This is an optimization exercise on Yosys and OpenROAD, whose aim is small area, a short achievable clock period and few clock cycles per item, not a production implementation. In this exercise RTL edits were held to simulation tests only and were not proved equivalent to the original. Power figures rest on the tool's default switching activity, not on a simulated workload.

[design/flow/design.v]
`default_nettype none
package rv_m_pkg;
    localparam int unsigned xlen = 32;
    typedef enum logic [2:0] {
        op_mul    = 3'd0,   
        op_mulh   = 3'd1,   
        op_mulhsu = 3'd2,   
        op_mulhu  = 3'd3,   
        op_div    = 3'd4,
        op_divu   = 3'd5,
        op_rem    = 3'd6,
        op_remu   = 3'd7
    } muldiv_op_e;
    localparam int unsigned op_div_bit = 2;
endpackage
`default_nettype wire
`default_nettype none
package muldiv_pkg;
    typedef struct packed {
        logic [2:0]                   op;   
        logic [31:0]                  a;
        logic [31:0]                  b;
    } muldiv_req_t;
    typedef struct packed {
        logic [31:0]                  quotient;
        logic [31:0]                  remainder;
    } div_result_t;
    localparam int unsigned div_iterations = 32;
    localparam int unsigned mul_iterations = 32;
    typedef enum logic [1:0] {
        div_idle, div_init, div_divide, div_finish
    } div_state_e;
    typedef enum logic [1:0] {
        mul_idle, mul_run, mul_finish
    } mul_state_e;
    typedef enum logic [1:0] {
        seq_idle, seq_mul, seq_div
    } seq_state_e;
endpackage
`default_nettype wire
`timescale 1ns/1ps
`default_nettype none
module muldiv_unit (
    input  logic                           clk,
    input  logic                           reset,
    input  logic                           req,
    input  muldiv_pkg::muldiv_req_t        req_data,
    output logic                           busy,
    output logic                           result_valid,
    output logic [rv_m_pkg::xlen-1:0]      result
);
    function automatic logic [5:0] bitlen(input logic [31:0] v);
        logic [15:0] v16;
        logic [7:0]  v8;
        logic [3:0]  v4;
        logic [1:0]  v2;
        logic        z16, z8, z4, z2, z1;
        z16 = ~|v[31:16];
        v16 = z16 ? v[15:0] : v[31:16];
        z8  = ~|v16[15:8];
        v8  = z8 ? v16[7:0] : v16[15:8];
        z4  = ~|v8[7:4];
        v4  = z4 ? v8[3:0] : v8[7:4];
        z2  = ~|v4[3:2];
        v2  = z2 ? v4[1:0] : v4[3:2];
        z1  = ~v2[1];
        if (v == 32'b0)
            bitlen = 6'd0;
        else
            bitlen = 6'd32 - {1'b0, z16, z8, z4, z2, z1};
    endfunction
    logic s_idle, s_mstep, s_mfin, s_div1, s_dstep, s_dfin;
    logic [32:0]  x;        
    logic [31:0]  q;        
    logic [32:0]  d;        
    logic [4:0]   cnt;      
    logic [5:0]   la, lb;   
    logic         swp;      
    logic         first;    
    logic [2:0]   op;
    logic         a_neg;    
    logic         bz;       
    logic         corr;     
    logic         rv;
    logic [2:0]   r_op;
    logic [31:0]  r_a, r_b, r_as, r_bs;
    logic         r_div, r_a_signed, r_b_signed, r_swap;
    logic [7:0]   ta, tb;
    assign r_op = req_data.op;
    assign r_a  = req_data.a;
    assign r_b  = req_data.b;
    assign r_div      = r_op[2];
    assign r_a_signed = !(r_op[0] && (r_op[1] || r_op[2]));       
    assign r_b_signed = (r_op == 3'd0) || (r_op == 3'd1) || (r_op == 3'd4) || (r_op == 3'd6);
    assign r_as = r_a ^ {32{r_a_signed & r_a[31]}};
    assign r_bs = r_b ^ {32{r_b_signed & r_b[31]}};
    always_comb begin
        for (int i = 0; i < 8; i++) begin
            ta[i] = |(r_as >> (4 * i));
            tb[i] = |(r_bs >> (4 * i));
        end
    end
    assign r_swap = !r_div && |(ta & ~tb);
    logic        r_corr;
    assign r_corr = r_a_signed & r_a[31] & !(r_b_signed & r_b[31]);
    logic        is_rem, mul_lo, q_neg;
    logic [6:0]  kdiff;
    logic [4:0]  k;
    logic [5:0]  lm;
    logic [4:0]  mtgt;      
    logic        madd;      
    logic        m_last, d_last, fix;
    logic        finishing, accept;
    assign is_rem = op[1];
    assign mul_lo = (op[1:0] == 2'd0);
    assign q_neg  = a_neg ^ d[32];
    assign kdiff  = {1'b0, la} - {1'b0, lb} + {6'b0, corr};
    assign k      = kdiff[4:0];
    logic        triv;
    assign triv   = bz || kdiff[6];
    assign lm     = swp ? lb : la;
    assign madd   = lm[5];
    assign mtgt   = madd ? 5'd15 : lm[5:1];
    assign m_last = (cnt == mtgt);
    assign d_last = (cnt == 5'd0);
    assign fix    = is_rem && x[32] && a_neg;      
    assign finishing = s_mfin || (s_div1 && triv) || (s_dstep && d_last && !is_rem && !q_neg)
                       || (s_dfin && !fix);
    assign busy   = !(s_idle || finishing);
    assign accept = req && !busy;
    logic [34:0] add_a, add_b, sum, dx;
    logic        c_ax, c_aq, c_ainv, c_one, c_two, c_binv, c_cin;
    logic        ax, aq, ainv, bone, btwo, binv, cin;
    assign dx   = {{2{d[32]}}, d};
    assign ax   = c_ax;
    assign aq   = c_aq;
    assign ainv = c_ainv;
    assign bone = c_one;
    assign btwo = c_two;
    assign binv = c_binv;
    assign cin  = c_cin;
    assign add_a = (({{2{x[32]}}, x} & {35{ax}}) | ({3'b0, q} & {35{aq}})) ^ {35{ainv}};
    assign add_b = (({35{bone}} & dx) | ({35{btwo}} & {dx[33:0], 1'b0})) ^ {35{binv}};
    muldiv_add35 u_add (
        .a   (add_a),
        .b   (add_b),
        .cin (cin),
        .s   (sum)
    );
    logic [31:0] fh, fl;
    logic [4:0]  fs;
    logic [94:0] fsh;
    logic [32:0] fun;
    always_comb begin
        if (s_div1) begin
            fh = {d[32], d[32:2]};
            fl = {d[1:0], 30'b0};
            fs = k;
        end else if (mul_lo) begin
            fh = x[31:0];
            fl = q;
            fs = {mtgt[3:0], 1'b0};
        end else begin
            fh = {32{x[31]}};
            fl = x[31:0];
            fs = {mtgt[3:0], 1'b0};
        end
    end
    assign fsh = {31'b0, fh, fl} << fs;
    assign fun = fsh[62:30];
    logic n_mstep, n_mfin, n_div1, n_dstep, n_dfin, n_first;
    assign n_mstep = accept ? !r_div : (s_mstep && !m_last);
    assign n_mfin  = !accept && s_mstep && m_last;
    assign n_div1  = accept && r_div;
    assign n_dstep = !accept && ((s_div1 && !triv) || (s_dstep && !d_last));
    assign n_dfin  = !accept && ((s_dstep && d_last && !finishing) || (s_dfin && fix));
    assign n_first = accept;
    logic [2:0] bt;
    logic       nb_one, nb_two, nb_neg;
    logic       f_one, f_two, f_neg;       
    logic       nx32;                        
    logic       r_a_neg;
    always_comb begin
        bt = first ? x[3:1] : q[3:1];
        nb_one = bt[1] ^ bt[0];
        nb_two = (bt == 3'b011) || (bt == 3'b100);
        nb_neg = bt[2];
    end
    assign f_one   = r_swap ? r_b[0] : r_a[0];
    assign f_two   = r_swap ? (r_b[1] & !r_b[0]) : (r_a[1] & !r_a[0]);
    assign f_neg   = r_swap ? r_b[1] : r_a[1];
    assign r_a_neg = r_a_signed && r_a[31];
    assign nx32    = sum[32];
    logic k_ax, k_aq, k_ainv, k_one, k_two, k_binv, k_cin;
    logic k_mstep, k_mfin, k_dstep, k_dfin;
    assign k_mstep = s_mstep && !m_last;
    assign k_mfin  = s_mstep && m_last;
    assign k_dstep = (s_div1 && !triv) || (s_dstep && !d_last);
    assign k_dfin  = (s_dstep && d_last && !finishing) || (s_dfin && fix);
    assign k_ax    = k_mstep || k_mfin || k_dstep || (k_dfin && is_rem);
    assign k_aq    = k_dfin && !is_rem;
    logic k_ainv0, k_ainv1, k_one0, k_one1, k_binv0, k_binv1, k_cin0, k_cin1;
    assign k_ainv0 = k_dfin && (!is_rem || a_neg);
    assign k_ainv1 = k_dfin && !is_rem;
    assign k_one0  = (k_mstep && nb_one) || k_mfin || k_dstep;
    assign k_one1  = k_one0 || (k_dfin && is_rem);
    assign k_binv0 = (k_mstep && nb_neg) || (k_dstep && !d[32]);
    assign k_binv1 = (k_mstep && nb_neg) || (k_dstep && d[32]) || (k_dfin && is_rem && d[32]);
    assign k_cin0  = (k_mstep && nb_neg) || (k_dstep && !d[32]) || (k_dfin && (!is_rem || a_neg));
    assign k_cin1  = (k_mstep && nb_neg) || (k_dstep && d[32]) || (k_dfin && (!is_rem || d[32]));
    muldiv_pick4 u_pick (
        .sel (nx32),
        .a1  ({k_ainv1, k_one1, k_binv1, k_cin1}),
        .a0  ({k_ainv0, k_one0, k_binv0, k_cin0}),
        .y   ({k_ainv, k_one, k_binv, k_cin})
    );
    assign k_two   = k_mstep && nb_two;
    always_ff @(posedge clk) begin
        if (accept) begin
            c_ax   <= r_div;
            c_aq   <= 1'b0;
            c_ainv <= r_div && r_a_neg;
            c_one  <= !r_div && f_one;
            c_two  <= !r_div && f_two;
            c_binv <= !r_div && f_neg;
            c_cin  <= r_div ? r_a_neg : f_neg;
        end else begin
            c_ax   <= k_ax;
            c_aq   <= k_aq;
            c_ainv <= k_ainv;
            c_one  <= k_one;
            c_two  <= k_two;
            c_binv <= k_binv;
            c_cin  <= k_cin;
        end
    end
    always_ff @(posedge clk) begin
        if (reset) begin
            s_idle  <= 1'b1;
            s_mstep <= 1'b0;
            s_mfin  <= 1'b0;
            s_div1  <= 1'b0;
            s_dstep <= 1'b0;
            s_dfin  <= 1'b0;
            rv      <= 1'b0;
        end else begin
            rv      <= finishing;
            s_idle  <= !accept && (s_idle || finishing);
            s_mstep <= n_mstep;
            s_mfin  <= n_mfin;
            s_div1  <= n_div1;
            s_dstep <= n_dstep;
            s_dfin  <= n_dfin;
        end
    end
    logic [32:0] ld_x, ld_d, x_n, d_n;
    logic [31:0] q_n;
    logic        d_en;
    logic        q_sum, q_fun, q_tx, q_t1;
    assign ld_x = r_swap ? {r_b_signed & r_b[31], r_b} : {r_a_signed & r_a[31], r_a};
    assign ld_d = r_swap ? {r_a_signed & r_a[31], r_a} : {r_b_signed & r_b[31], r_b};
    assign x_n  = ({33{s_mstep}} & sum[34:2])
                | ({33{(s_div1 || s_dstep || s_dfin) && !accept}} & sum[32:0])
                | ({33{accept}} & ld_x);
    assign d_en = accept || s_div1 || (s_dstep && !d_last);
    assign d_n  = ({33{accept}} & ld_d)
                | ({33{s_div1 && !accept}} & fun)
                | ({33{s_dstep && !accept}} & {d[32], d[32:1]});
    assign q_sum = (s_mfin && madd) || s_dfin;
    assign q_fun = s_mfin && !madd;
    assign q_tx  = s_div1 && triv && is_rem;
    assign q_t1  = s_div1 && triv && !is_rem && bz;
    logic [31:0] q_o;       
    assign q_o   = ({32{q_sum}} & sum[31:0])
                 | ({32{q_fun}} & fun[31:0])
                 | ({32{s_mstep && first}}  & {sum[1:0], x[31:2]})
                 | ({32{s_mstep && !first}} & {sum[1:0], q[31:2]})
                 | ({32{s_dstep}} & {q[30:0], 1'b0})
                 | ({32{q_tx}} & x[31:0])
                 | {32{q_t1}};
    assign q_n   = {q_o[31:1], s_dstep ? !sum[32] : q_o[0]};
    always_ff @(posedge clk) begin
        x <= x_n;
        if (d_en) d <= d_n;
        q <= q_n;
    end
    always_ff @(posedge clk) begin
        if (accept) begin
            op      <= r_op;
            swp     <= r_swap;
            first   <= 1'b1;
            a_neg   <= r_div & r_a_signed & r_a[31];
            bz      <= (r_b == 32'b0);
            la      <= bitlen(r_as);
            corr    <= r_div && r_corr;
            lb      <= bitlen(r_bs);
            cnt     <= 5'd0;
        end else begin
            if (s_mstep) begin
                first <= 1'b0;
                cnt   <= cnt + 5'd1;
            end
            if (s_div1)
                cnt <= k;
            if (s_dstep)
                cnt <= cnt - 5'd1;
        end
    end
    assign result_valid = rv;
    assign result       = q;
endmodule
module muldiv_pick4 (
    input  logic       sel,
    input  logic [3:0] a1,
    input  logic [3:0] a0,
    output logic [3:0] y
);
    assign y = sel ? a1 : a0;
endmodule
module muldiv_add35 (
    input  logic [34:0] a,
    input  logic [34:0] b,
    input  logic        cin,
    output logic [34:0] s
);
    assign s = a + b + {34'b0, cin};
endmodule
`default_nettype wire
[design/flow/flow/run.sh]
#!/bin/bash
# Standard layout, with small fast buffers on the ports instead of ORFS's default
# port buffer. ORFS's own logs stay under orfs/logs; make's output goes to standard.log.
set -euo pipefail
export BUFFER_PORTS_ARGS="-buffer_cell sky130_fd_sc_hd__buf_2"
bash standard.sh > standard.log 2>&1
[design/flow/standard.sh]
#!/bin/bash
# synth_recipe.tcl (not shown) runs the flow's synth.tcl, then flattens the netlist and writes it again
# the make line also repeats each setting of config.mk as NAME=value (left out here)
make -C /OpenROAD-flow-scripts/flow DESIGN_CONFIG=/design/flow/config.mk WORK_HOME=/design/flow/orfs CLKGATE_MAP_FILE= SYNTH_SCRIPT=/design/flow/synth_recipe.tcl "${@:-finish}"
[design/flow/config.mk]
export PLATFORM = sky130hd
export DESIGN_NAME = muldiv_unit
export DESIGN_NICKNAME = muldiv_unit
export VERILOG_FILES = /design/flow/design.v
export SDC_FILE = /design/flow/constraint.sdc
export NUM_CORES = 4
export LEC_CHECK = 0
export CAP_MARGIN = 20
export CORE_MARGIN = 2
export CORE_UTILIZATION = 52
export CTS_BUF_LIST = sky130_fd_sc_hd__clkbuf_4 sky130_fd_sc_hd__clkbuf_8
export SETUP_SLACK_MARGIN = 1.0
export SLEW_MARGIN = 20
export SYNTH_HIERARCHICAL = 1
export SYNTH_MINIMUM_KEEP_SIZE = 0
[design/flow/constraint.sdc]
create_clock -name core_clock -period 5.0 [get_ports {clk}]
set_input_delay 1.0000 -clock core_clock [delete_from_list [all_inputs] [get_ports {clk}]]
set_output_delay 1.0000 -clock core_clock [all_outputs]
set_load 0.01 [all_outputs]
==> impl_metrics.env, run 1 <==
export IMPL_synth_area_um2=16290
export IMPL_boundaryPins=104
export IMPL_clockBufferDepth=2
export IMPL_cts_buffers=17
export IMPL_hold_viol=0
export IMPL_antenna_found_initial=2
export IMPL_r2r_slack_ns=0.94
export IMPL_synth_fa_ha_area_frac=0.04210
export IMPL_initial_utilization=0.5297
export IMPL_syn_instance_count=1999
export IMPL_p_int_mw=2.720
export IMPL_clk_pin_slew_ns=0.09
export IMPL_crit_arrival_ns=4.26
export IMPL_via_per_inst=7.455
export IMPL_syn_to_final_growth_pct=9.365
export IMPL_cp_endpoint="d[17]"
export IMPL_r2r_end="d[17]"
export IMPL_synth_edff_count=51
export IMPL_outcome="timing/DRC/antenna clean"
export IMPL_grtUsageTotal=0.4359
export IMPL_power_density_nw_per_um2=288.7
export IMPL_grt_pass1_wl_um=108400
export IMPL_hold_buffers=0
export IMPL_synth_compound_area_frac=0.3156
export IMPL_final_common_cell="mux2i_1"
export IMPL_maxSlewViolCount=0
export IMPL_cp_end_kind="register"
export IMPL_leakage_nw=6.926
export IMPL_die_y_um=181.0
export IMPL_ys_flop_type="dfxtp_1"
export IMPL_initialDrtViolationCount=2886
export IMPL_r2r_start="lb[1]"
export IMPL_cp_startpoint="lb[1]"
export IMPL_pwr_share_seq=0.301
export IMPL_yosys_area_share_simple=0.1478
export IMPL_cts_root_buf="clkbuf_8"
export IMPL_cap_violations=0
export IMPL_switching_share=0.4712
export IMPL_synth_top_family_by_area="compound AO/OA/AOI/OAI gates"
export IMPL_syn_area_per_cell_um2=8.148
export IMPL_die_width_um=181.0
export IMPL_synthArstFlopShare=0
export IMPL_fin_nets=2162
export IMPL_mostFrequentLayoutCells="225 x mux2i_1, 176 x o21ai_0, 146 x a21oi_1"
export IMPL_n_antenna_cell=0
export IMPL_ys_ff_latch=136
export IMPL_ant_nets=0
export IMPL_dieArea_um2=32750
export IMPL_hold_path_depth=2
export IMPL_gp_congestion=1.064
export IMPL_synth_mux_area_frac=0.1810
export IMPL_grt_pass1_vias=16529
export IMPL_drc=0
export IMPL_fin_skew_ns=0.01821
export IMPL_wl_per_cell_um=30.27
export IMPL_start_kind="register"
export IMPL_num_vias=18251
export IMPL_fin_setup_tns_ns=0
export IMPL_clock_sinks=136
export IMPL_tritoncts="yes"
export IMPL_io_buffer_count=103
export IMPL_synth_distinct_cells=102
export IMPL_ys_seq_area_frac=0.1985
export IMPL_first_pass_iters=9
export IMPL_min_path_type="register to register"
export IMPL_path_max_fanout=13
export IMPL_routed_wl_um=74100
export IMPL_synth_nets=2122
export IMPL_drive_gt1_frac=0.1827
export IMPL_power_share_combinational=0.506
export IMPL_finalCriticalPeriod_ns=4.059
export IMPL_ir_drop_v=0.0001958
export IMPL_synth_xor_area_frac=0.06023
export IMPL_htree_levels=4
export IMPL_yosys_warnings=7
export IMPL_core_um2=30750
export IMPL_row_count=64
export IMPL_dpl_hpwl_um=56030
export IMPL_worst_slew_margin_rel=0.2340
export IMPL_max_freq_mhz=246.4
export IMPL_r2r_cells=12
export IMPL_grt_overflow_total=0
export IMPL_grt_max_degree=78
export IMPL_setup_violations=0
export IMPL_crit_type="register to register"
export IMPL_rsz0062_at_grt="yes"
export IMPL_period_share=0.8117
export IMPL_utilization=0.5793
export IMPL_p_clk_frac=0.193
export IMPL_critPathRequiredTime_ns=5.20
export IMPL_tightest_slew_ns=1.145
export IMPL_clock_latency_ns=0.49
export IMPL_switchingPower_mw=2.423
-- sequential cells by signal (all words and copies together), names as in the netlist, 2 cells and up --
name,count
q,32
lb,6
la,6
op,2
x,33
cnt,5
d,33
-- Yosys stat by module, one instance, submodules excluded --
module        flip-flops and latches  copies in the design  cell area [um2]  cells inside
muldiv_add35                       0                     1             1997           288
muldiv_unit                      136                     1            14240          1707
muldiv_pick4                       0                     1            45.04             4
-- critical path, stage by stage (launching register included) --
cell	delay [ns]
edfxtp_1	0.33
buf_4	0.16
inv_1	0.06
ha_1	0.33
ha_1	0.29
a21o_1	0.15
a21oi_1	0.24
xor2_2	0.53
mux2i_2	0.46
nand2_1	0.23
nand2_1	0.23
a222oi_1	0.61
mux2i_1	0.15
-- kinds of logic (layout without fill, tap and decap cells) --
family | count (synthesis) | in the layout
fa+ha+maj | 53 | 53
flops | 136 | 136
xor+xnor | 112 | 112
compound gates | 760 | 760
buf+inv | 204 | 256
mux | 280 | 281
simple gates | 454 | 454
-- synth_stat cells (10+ instances only) --
| master | n | area (um2) |
|---|---|---|
| buf_2 | 41 | 205.2 |
| a221oi_1 | 46 | 402.9 |
| a211o_1 | 38 | 332.8 |
| buf_1 | 17 | 63.81 |
| mux2i_1 | 227 | 2272 |
| nand2b_1 | 10 | 62.56 |
| nand4_1 | 23 | 143.9 |
| a211oi_1 | 30 | 225.2 |
| or3b_2 | 22 | 192.7 |
| a21o_1 | 13 | 97.59 |
| dfxtp_1 | 85 | 1702 |
| mux2_2 | 45 | 506.7 |
| or2_2 | 10 | 62.56 |
| o21a_1 | 18 | 135.1 |
| a21oi_1 | 148 | 740.7 |
| or4_1 | 12 | 90.09 |
| a222oi_1 | 11 | 110.1 |
| o21ai_1 | 30 | 150.1 |
| xnor2_1 | 94 | 823.3 |
| a31oi_1 | 14 | 87.58 |
| clkbuf_1 | 99 | 371.6 |
| xor2_1 | 18 | 157.7 |
| and2_1 | 13 | 81.33 |
| edfxtp_1 | 51 | 1531 |
| o211ai_1 | 41 | 307.8 |
| ha_1 | 50 | 625.6 |
| nand3_1 | 45 | 225.2 |
| a22oi_1 | 106 | 795.8 |
| nand2_1 | 137 | 514.2 |
| inv_1 | 35 | 131.4 |
| nor3_1 | 34 | 170.2 |
| o21ai_0 | 176 | 880.8 |
| nor2_1 | 77 | 289.0 |
-- per-layer routing --
metal,GRT usage,part of all wire
met5,0,0.00036
met4,0.2182,0.065
met3,0.1119,0.13
met2,0.6588,0.42
met1,0.5764,0.39
-- power by group through the flow --
stage	Combinational, mW	Clock, mW	Sequential (mW)
5_1_grt	2.72	1.03	1.55
3_5_place_dp	2.42	0	1.55
2_1_floorplan	1.68	0	1.42
3_3_place_gp	2.40	0	1.55
4_1_cts	2.45	0.981	1.53
6_report	2.60	0.990	1.55
-- area by class of cell --
type | instances | area [um2]
Inverter | 35 | 131.4
Multi-Input combinational cell | 1660 | 12290
Timing Repair Buffer | 189 | 1249
Clock inverter | 12 | 143.9
Tap cell | 396 | 495.5
Clock buffer | 20 | 256.5
Fill cell | 2899 | 12940
Sequential cell | 136 | 3244
-- worst min path at each step --
stage                     startpoint      to
final                        s_dstep  cnt[4]
after global routing         s_dstep  cnt[4]
after CTS                    s_dstep  cnt[4]
after detailed placement     s_dstep  cnt[4]
after global placement       s_dstep  cnt[4]
after floorplan                x[31]   q[31]
-- stage by stage --
stage                     cell area (um2)  hold WS, ns  worst slack [ns]  cells  power [mW]
after floorplan                     16290       0.5063             1.173   1999       3.097
after global placement              17150       0.5304            0.6702   2397       3.956
after detailed placement            17160       0.5371            0.5721   2398       3.970
after CTS                           17610       0.5521             1.012   2432       4.953
after global routing                17810       0.5722            0.8866   2448       5.299
final                               17810       0.5545            0.9414   2448       5.143
-- repair_timing --
item / CTS / global route
gates resized for setup: 4 / 20
buffers inserted: 1 / 16
setup endpoints to repair: 13 / 54
cloned: 1 / 0
pin swaps: 2 / 3
Testbench counts, summed over its fixed seeds: cycles 18,461, ops 2,400.
==> run 2: changes to the inputs <==
--- a/design/flow/config.mk
+++ b/design/flow/config.mk
@@ -8,5 +8,5 @@
 export CAP_MARGIN = 20
 export CORE_MARGIN = 2
-export CORE_UTILIZATION = 52
+export CORE_UTILIZATION = 45
 export CTS_BUF_LIST = sky130_fd_sc_hd__clkbuf_4 sky130_fd_sc_hd__clkbuf_8
 export SETUP_SLACK_MARGIN = 1.0
==> impl_metrics.env, run 2 <==
export IMPL_fin_skew_ns=0.02239
export IMPL_hold_buffers=0
export IMPL_initialDrtViolationCount=2281
export IMPL_r2r_end="d[31]"
export IMPL_antenna_found_initial=0
export IMPL_synth_area_um2=16290
export IMPL_worst_slew_margin_rel=0.1680
export IMPL_num_vias=17651
export IMPL_dpl_cell_count=2449
export IMPL_n_antenna_cell=0
export IMPL_final_common_cell="mux2i_1"
export IMPL_initial_utilization=0.4579
export IMPL_cp_num_buf_inv=1
export IMPL_ys_flop_type="dfxtp_1"
export IMPL_fin_setup_tns_ns=0
export IMPL_min_from="s_dstep"
export IMPL_htree_levels=4
export IMPL_grt_max_degree=78
export IMPL_crit_type="register to register"
export IMPL_dieArea_um2=37730
export IMPL_syn_instance_count=1999
export IMPL_finalNonFillerCells=2487
export IMPL_cap_violations=0
export IMPL_r2r_slack_ns=1.02
export IMPL_tightest_slew_ns=1.235
export IMPL_via_per_inst=7.097
export IMPL_cp_slowest_cell="mux2_2"
export IMPL_maxSlewViolCount=0
export IMPL_yosys_area_top_type="mux2i_1"
export IMPL_routed_wl_um=74170
export IMPL_tritoncts="yes"
export IMPL_synth_nets=2122
export IMPL_ys_seq_area_frac=0.1985
export IMPL_drive_gt1_frac=0.1723
export IMPL_grt_overflow_total=0
export IMPL_wl_per_cell_um=29.82
export IMPL_syn_to_final_growth_pct=8.612
export IMPL_ant_nets=0
export IMPL_grt_pass1_wl_um=109400
export IMPL_first_pass_iters=7
export IMPL_yosys_area_top_type_share=0.1395
export IMPL_drc=0
export IMPL_clockBufferDepth=2
export IMPL_clock_sinks=136
export IMPL_cp_end_kind="register"
export IMPL_cts_root_buf="clkbuf_8"
export IMPL_grt_pass1_vias=16566
export IMPL_synth_area_top_cells="mux2i_1 14%, dfxtp_1 10%, edfxtp_1 9.4%, o21ai_0 5.4%, xnor2_1 5.1%"
export IMPL_synth_distinct_cells=102
export IMPL_r2r_cells=11
export IMPL_grtUsageTotal=0.3789
export IMPL_row_count=69
export IMPL_path_max_fanout=17
export IMPL_power_density_nw_per_um2=290.5
export IMPL_cpPeakStageDelay_ns=0.64
export IMPL_synth_commonest_cells="227 x mux2i_1, 176 x o21ai_0, 148 x a21oi_1"
export IMPL_cts_buffers=17
export IMPL_clock_latency_ns=0.52
export IMPL_yosys_warnings=7
export IMPL_r2r_start="la[1]"
export IMPL_ir_drop_v=0.0001795
export IMPL_finalCriticalPeriod_ns=3.984
export IMPL_dpl_hpwl_um=56710
export IMPL_setup_violations=0
export IMPL_fin_nets=2136
export IMPL_hold_viol=0
export IMPL_rsz0062_at_grt="yes"
export IMPL_largest_registers="d (33), x (33), q (32)"
export IMPL_outcome="timing/DRC/antenna clean"
export IMPL_start_kind="register"
export IMPL_max_freq_mhz=251.0
export IMPL_die_width_um=194.2
export IMPL_boundaryPins=104
export IMPL_critPathRequiredTime_ns=5.25
export IMPL_syn_area_per_cell_um2=8.148
export IMPL_leakage_nw=6.795
export IMPL_synth_most_common_cell="mux2i_1"
export IMPL_crit_family="multiplexers"
export IMPL_synth_edff_count=51
export IMPL_ys_ff_latch=136
export IMPL_synthArstFlopShare=0
export IMPL_gp_congestion=1.023
export IMPL_period_share=0.7968
export IMPL_mostFrequentLayoutCells="222 x mux2i_1, 172 x o21ai_0, 146 x a21oi_1"
export IMPL_crit_chain="ha_1 > ha_1 > a21o_1 > a21oi_1 > xor2_2 > mux2_2 > buf_4 > mux2i_1 > mux2_2 > o211ai_1 > a22oi_1"
export IMPL_die_y_um=194.2
export IMPL_hold_path_depth=2
export IMPL_clk_pin_slew_ns=0.10
export IMPL_core_um2=35570
export IMPL_min_path_type="register to register"
export IMPL_crit_arrival_ns=4.23
export IMPL_io_buffer_count=103
export IMPL_worstHoldEndpoint="cnt[4]"
[run 2: timing repair]
action                                  in CTS  in global routing
endpoints found under the hold margin        0                  0
pin swaps                                    6                  2
endpoints found under the setup margin      13                 52
cloned                                       0                  2
buffers inserted                             4                  0
gates resized for setup                      6                 29
[run 2: final cells by class]
class,instances,area [um2]
sequential,136,3246
inverter,35,133.9
multi-input combinational,1661,12270
clock buffer,17,234.0
fill,3577,17880
timing repair buffer,162,1041
tap,461,576.8
clock inverter,15,187.7
[run 2: stage by stage]
step                      instance area, um2  total power [mW]  hold WS [ns]  setup slack, ns  utilization
after CTS                              17580             4.996        0.5374            1.006       0.4942
after global routing                   17690             5.329        0.5437           0.9198       0.4973
after floorplan                        16290             3.097        0.5063            1.173            -
after global placement                 17110             3.962        0.5164           0.8035       0.4811
after detailed placement               17110             3.960        0.5240           0.7728       0.4811
final                                  17690             5.138        0.5451            1.016       0.4973
[run 2: power by group]
part / total, mW / internal, mW / leakage, nW / switching [mW]
logic: 2.55 / 0.926 / 5.40 / 1.63
clock network: 1.04 / 0.465 / 0.204 / 0.573
registers: 1.55 / 1.29 / 1.19 / 0.256
total: 5.14 / 2.68 / 6.79 / 2.46
[run 2: modules after synthesis, one instance, submodules excluded]
module	cell area, um2	cells inside
muldiv_add35	1997	288
muldiv_pick4	45.04	4
muldiv_unit	14240	1707
[run 2: cell families after synthesis]
logic type | share of synthesized area
AO/OA/AOI/OAI | 0.3156
AND/OR/NAND/NOR | 0.1478
multiplexers | 0.1810
buffers and inverters | 0.05477
flip-flops | 0.1985
XOR/XNOR | 0.06023
adder cells (fa/ha/maj) | 0.04210
[run 2: worst max-delay path by stage]
| stage | start | to | slack (ns) | cells after the start |
|---|---|---|---|---|
| after global routing | lb[0] | d[21] | 0.92 | 12 |
| after floorplan | lb[0] | d[0] | 1.17 | 12 |
| after CTS | lb[0] | busy | 1.01 | 10 |
| after detailed placement | req_data[66] | lb[1] | 0.77 | 11 |
| final | la[1] | d[31] | 1.02 | 11 |
| after global placement | req_data[66] | lb[1] | 0.80 | 11 |
[run 2: worst reg2reg max path: stages, from the launching register on]
cell	delay, ns
edfxtp_1	0.41
ha_1	0.36
ha_1	0.29
a21o_1	0.17
a21oi_1	0.24
xor2_2	0.46
mux2_2	0.64
buf_4	0.31
mux2i_1	0.08
mux2_2	0.30
o211ai_1	0.32
a22oi_1	0.15
[run 2: layer usage]
layer | up-vias | share of wire | GRT usage
met2 | 1145 | 0.43 | 0.5698
met1 | 8567 | 0.42 | 0.5292
met3 | 155 | 0.10 | 0.07079
met4 | 0 | 0.042 | 0.1605
met5 | - | 0 | 0
li1 | 7784 | - | -

## separate check: timing with driven ports
No port has a modelled driver above. Below, the same layouts with a new extraction and two added sets of constraints. Step 1: set_driving_cell puts a clkbuf_16 on clk and a buf_2 on each other input, an assumption about the parent block. Step 2 moves the port delays by t, midway between the first and last clock arrival at a register: inputs arrive t later, outputs are due t later. That takes back most of the time a late clock gives input paths. Slacks: no drivers / after step 1 / after step 2; pairs: no drivers / after step 1.
run | t, ns | setup slack, ns | latest minus earliest clock arrival (ns) | slew at the worst register clock pin (ns)
run 1 | 0.522 | 0.941 / 0.941 / 0.699 | 0.019 / 0.019 | 0.10 / 0.10
run 2 | 0.559 | 1.016 / 1.016 / 0.667 | 0.022 / 0.022 | 0.10 / 0.10
After both steps setup and hold are still met in every run listed. For run 2, which loses most, drivers alone change the setup slack by 0.000 ns; drivers and shift together by -0.349 ns.
